Background: an optimization exercise with open tools, aiming at small area, a short achievable clock period and few clock cycles per item. Do not read the settings as production practice.
Function was checked by simulation only, so behaviour that the tests miss may differ from the original.
Power and IR drop assume default switching activity.

==> flow/design.v (excerpt) <==
module nearest_palette_color_unit #(
  parameter int unsigned PALETTE_SIZE = 22
) (
  input  logic        clk_i,
  input  logic        rst_ni,
  input  logic        cfg_we_i,
  input  logic [21:0] cfg_wdata_i,
  input  logic        pixel_valid_i,
  output logic        pixel_ready_o,
  input  logic [31:0] pixel_word_i,
  output logic        result_valid_o,
  input  logic        result_ready_i,
  output logic [4:0]  color_index_o,
  output logic        none_enabled_o
);
  function automatic logic [1:0] cmp_join(input logic [1:0] hi, input logic [1:0] lo);
    cmp_join = {hi[1] | (hi[0] & lo[1]), hi[1] | (hi[0] & lo[0])};
  endfunction
  function automatic logic ge_key(input logic [11:0] x, input logic [11:0] y);
    logic [23:0] p;
    logic [23:0] q;
    q = '0;
    for (int k = 0; k < 12; k++) p[2*k +: 2] = {x[k] & ~y[k], x[k] | ~y[k]};
    q[0 +: 2] = cmp_join(p[2 +: 2], p[0 +: 2]);
    q[2 +: 2] = cmp_join(p[6 +: 2], p[4 +: 2]);
  ...
Size: ~480 flip-flops, ~67 I/O pins, ~27000 um2 of cells after synthesis.
Settings: LEC_CHECK=0, ABC_AREA=1, CAP_MARGIN=20, CORE_MARGIN=2, CORE_UTILIZATION=40, CTS_BUF_LIST=sky130_fd_sc_hd__clkbuf_16, CTS_CLUSTER_DIAMETER=80, CTS_CLUSTER_SIZE=30, SETUP_SLACK_MARGIN=2.6, SLEW_MARGIN=20; clock period 5.5 ns.
run.sh (not shown) runs the stock make flow with config.mk's settings and CLKGATE_MAP_FILE= SYNTH_SCRIPT=/design/flow/synth_recipe.tcl, a recipe that flattens the netlist after the stock synthesis.
The first run passed the timing, DRC and antenna checks.
Testbench counts at the start, summed over its fixed seeds: cycles 16,040, items 16,000.
Then changed:
Settings changed: CTS_BUF_LIST sky130_fd_sc_hd__clkbuf_16 to default, CTS_CLUSTER_DIAMETER 80 to default, CTS_CLUSTER_SIZE 30 to default, TNS_END_PERCENT from default to 0.
What happened: The new run finished clean. Clock power grows by well over a third. First-iteration DRC count rose by a few percent. Via count is about the same. Final area grows slightly. Cell count is higher slightly. Hold slack loses 0.0085 ns. Power is higher by a few percent.
Then changed:
Settings changed: CTS_BUF_LIST from default to sky130_fd_sc_hd__clkbuf_16, CTS_CLUSTER_DIAMETER from default to 80, CTS_CLUSTER_SIZE from default to 38, TNS_END_PERCENT 0 to default.
After rerunning:
- hold slack gains 0.0092 ns
- register-to-register slack gains 0.09 ns
- routed wire length drops by 0.89%
- sequential power is about the same
- area after synthesis does not change
- clock power drops by 34%
- final cell count is about the same
- maximum frequency climbs by 3.3%
- setup slack gains 0.095 ns
- non-clock buffer count climbs by 43
- count of clock-buffer cells in the layout drops by 35
Then changed:
Settings changed: CTS_BUF_LIST sky130_fd_sc_hd__clkbuf_16 to sky130_fd_sc_hd__clkbuf_8, CTS_CLUSTER_DIAMETER 80 to default, CTS_CLUSTER_SIZE 38 to 20.
Worst setup slack stays flat.
Sequential share of layout area fell by 0.64 points.
Total power rose by 5.1%.
Utilization rose by 0.92 points.
Fmax barely changes.
Flip-flop and latch count is unchanged.
Global-route usage rose by 0.45 points.

Starting RTL as in the previous note.
==> flow/design.v (excerpt) <==
module nearest_palette_color_unit #(
  parameter int unsigned PALETTE_SIZE = 22
) (
  input  logic        clk_i,
  input  logic        rst_ni,
  input  logic        cfg_we_i,
  input  logic [21:0] cfg_wdata_i,
  input  logic        pixel_valid_i,
  output logic        pixel_ready_o,
  input  logic [31:0] pixel_word_i,
  output logic        result_valid_o,
  input  logic        result_ready_i,
  output logic [4:0]  color_index_o,
  output logic        none_enabled_o
);
Settings: LEC_CHECK=0, ABC_AREA=1, CAP_MARGIN=20, CORE_MARGIN=2, CORE_UTILIZATION=40, CTS_BUF_LIST=sky130_fd_sc_hd__clkbuf_16, CTS_CLUSTER_DIAMETER=80, CTS_CLUSTER_SIZE=30, SETUP_SLACK_MARGIN=2.5, SLEW_MARGIN=20; clock period 5.5 ns.
Testbench counts at the start, summed over its fixed seeds: cycles 16,040, items 16,000.
Change:
- CTS_BUF_LIST: sky130_fd_sc_hd__clkbuf_16 -> default
- CTS_CLUSTER_DIAMETER: 80 -> default
- CTS_CLUSTER_SIZE: 30 -> default
- SETUP_SLACK_MARGIN: 2.5 -> 2.6
Outcome: The new run produced a clean layout. Setup slack gains 48 ps. Routed wire length is about the same. Via count came out higher by 0.97%. Cell count climbs by about 0.9%. Sequential cell count does not change.

Starting RTL as in the previous note.
clock: 5.5 ns
lec_check: 0
abc_area: 1
cap_margin: 20
core_margin: 2
core_utilization: 40
cts_buf_list: sky130_fd_sc_hd__clkbuf_16
cts_cluster_diameter: 80
cts_cluster_size: 30
setup_slack_margin: 2.7
slew_margin: 20
The starting point finished with timing, DRC and antenna clean.
Testbench counts at the start, summed over its fixed seeds: cycles 16,040, items 16,000.
Change:
Settings changed: CAP_MARGIN 20 to 10, SETUP_SLACK_MARGIN 2.7 to 2.6, SLEW_MARGIN 20 to 10.
After rerunning: Non-clock buffer count came out lower by 85. Global-route usage is lower by 0.39 points. Total power falls by a few percent. Die area does not change. Setup slack gets better by 0.011 ns. Core utilization came out lower by 2.0 points. Flip-flop and latch count stays the same. Cell count is lower slightly. Critical path depth grows by 1. Maximum frequency came out higher slightly.
Change:
Settings changed: CAP_MARGIN 10 to 20, CTS_BUF_LIST sky130_fd_sc_hd__clkbuf_16 to unset, CTS_CLUSTER_DIAMETER 80 to unset, CTS_CLUSTER_SIZE 30 to unset, SETUP_SLACK_MARGIN 2.6 to 2.5, SLEW_MARGIN 10 to 20.
Maximum frequency went down by a few percent.
Total power went up by a few percent.
Setup slack loses 0.060 ns.
Die area is unchanged.
Via count went up slightly.
Cell area went up slightly.
Change:
Settings changed: CORE_UTILIZATION 40 to 35, CTS_BUF_LIST set to sky130_fd_sc_hd__clkbuf_16, CTS_CLUSTER_DIAMETER set to 80, CTS_CLUSTER_SIZE set to 34, SETUP_SLACK_MARGIN 2.5 to 2.6.
=> Critical path depth is unchanged. Total power came out lower by a few percent. Clock-buffer cell count came out lower by 43. Core utilization came out lower by 6.0 points. Worst setup slack gets better by 0.066 ns. Routed wire length came out lower slightly. Flip-flop and latch count stays the same. Final area stays flat. Synthesized cell count is unchanged.
Change:
Settings changed: CORE_UTILIZATION 35 to 40.
What happened: Worst setup slack improves by 0.020 ns. Total power shrinks by about 1.8%. Synthesized area is unchanged.

[afterwards: timing with drivers on the ports]
The flow's constraints put no driver on any port. The routed layouts listed below were extracted and timed again, unchanged, in two steps. Step 1 (the two cells are an assumption about what drives the block):
set clk [get_ports {clk_i}]
set_driving_cell -lib_cell sky130_fd_sc_hd__clkbuf_16 $clk
set_driving_cell -lib_cell sky130_fd_sc_hd__buf_2 [delete_from_list [all_inputs] $clk]
Step 2 times the ports against the registers' clock, not the clock port: input delays grow and output delays shrink by t, the midpoint of the rising clock arrivals with the driver on. a / b / c = ideal / step 1 / step 2; a / b = the first two.
run	shift t [ns]	slack for setup (ns)	worst register clock-pin slew, ns
the first run of note 1	0.666	2.660 / 2.660 / 2.201	0.11 / 0.11
the second run of note 1	0.673	2.574 / 2.574 / 2.193	0.07 / 0.07
the third run of note 1	0.671	2.669 / 2.669 / 2.187	0.13 / 0.13
the fourth run of note 1	0.721	2.667 / 2.667 / 2.170	0.07 / 0.07
the first run of note 2	0.683	2.618 / 2.618 / 2.158	0.11 / 0.11
the second run of note 2	0.671	2.666 / 2.666 / 2.157	0.06 / 0.06
the first run of note 3	0.683	2.649 / 2.649 / 2.263	0.11 / 0.11
the second run of note 3	0.666	2.660 / 2.660 / 2.201	0.11 / 0.11
the third run of note 3	0.663	2.600 / 2.600 / 2.174	0.07 / 0.07
the fourth run of note 3	0.685	2.667 / 2.667 / 2.172	0.12 / 0.12
the fifth run of note 3	0.672	2.686 / 2.686 / 2.197	0.12 / 0.12
After both steps every run listed still meets setup and hold. For the second run of note 2, which loses most, drivers alone change the setup slack by 0.000 ns; drivers and shift together by -0.509 ns.
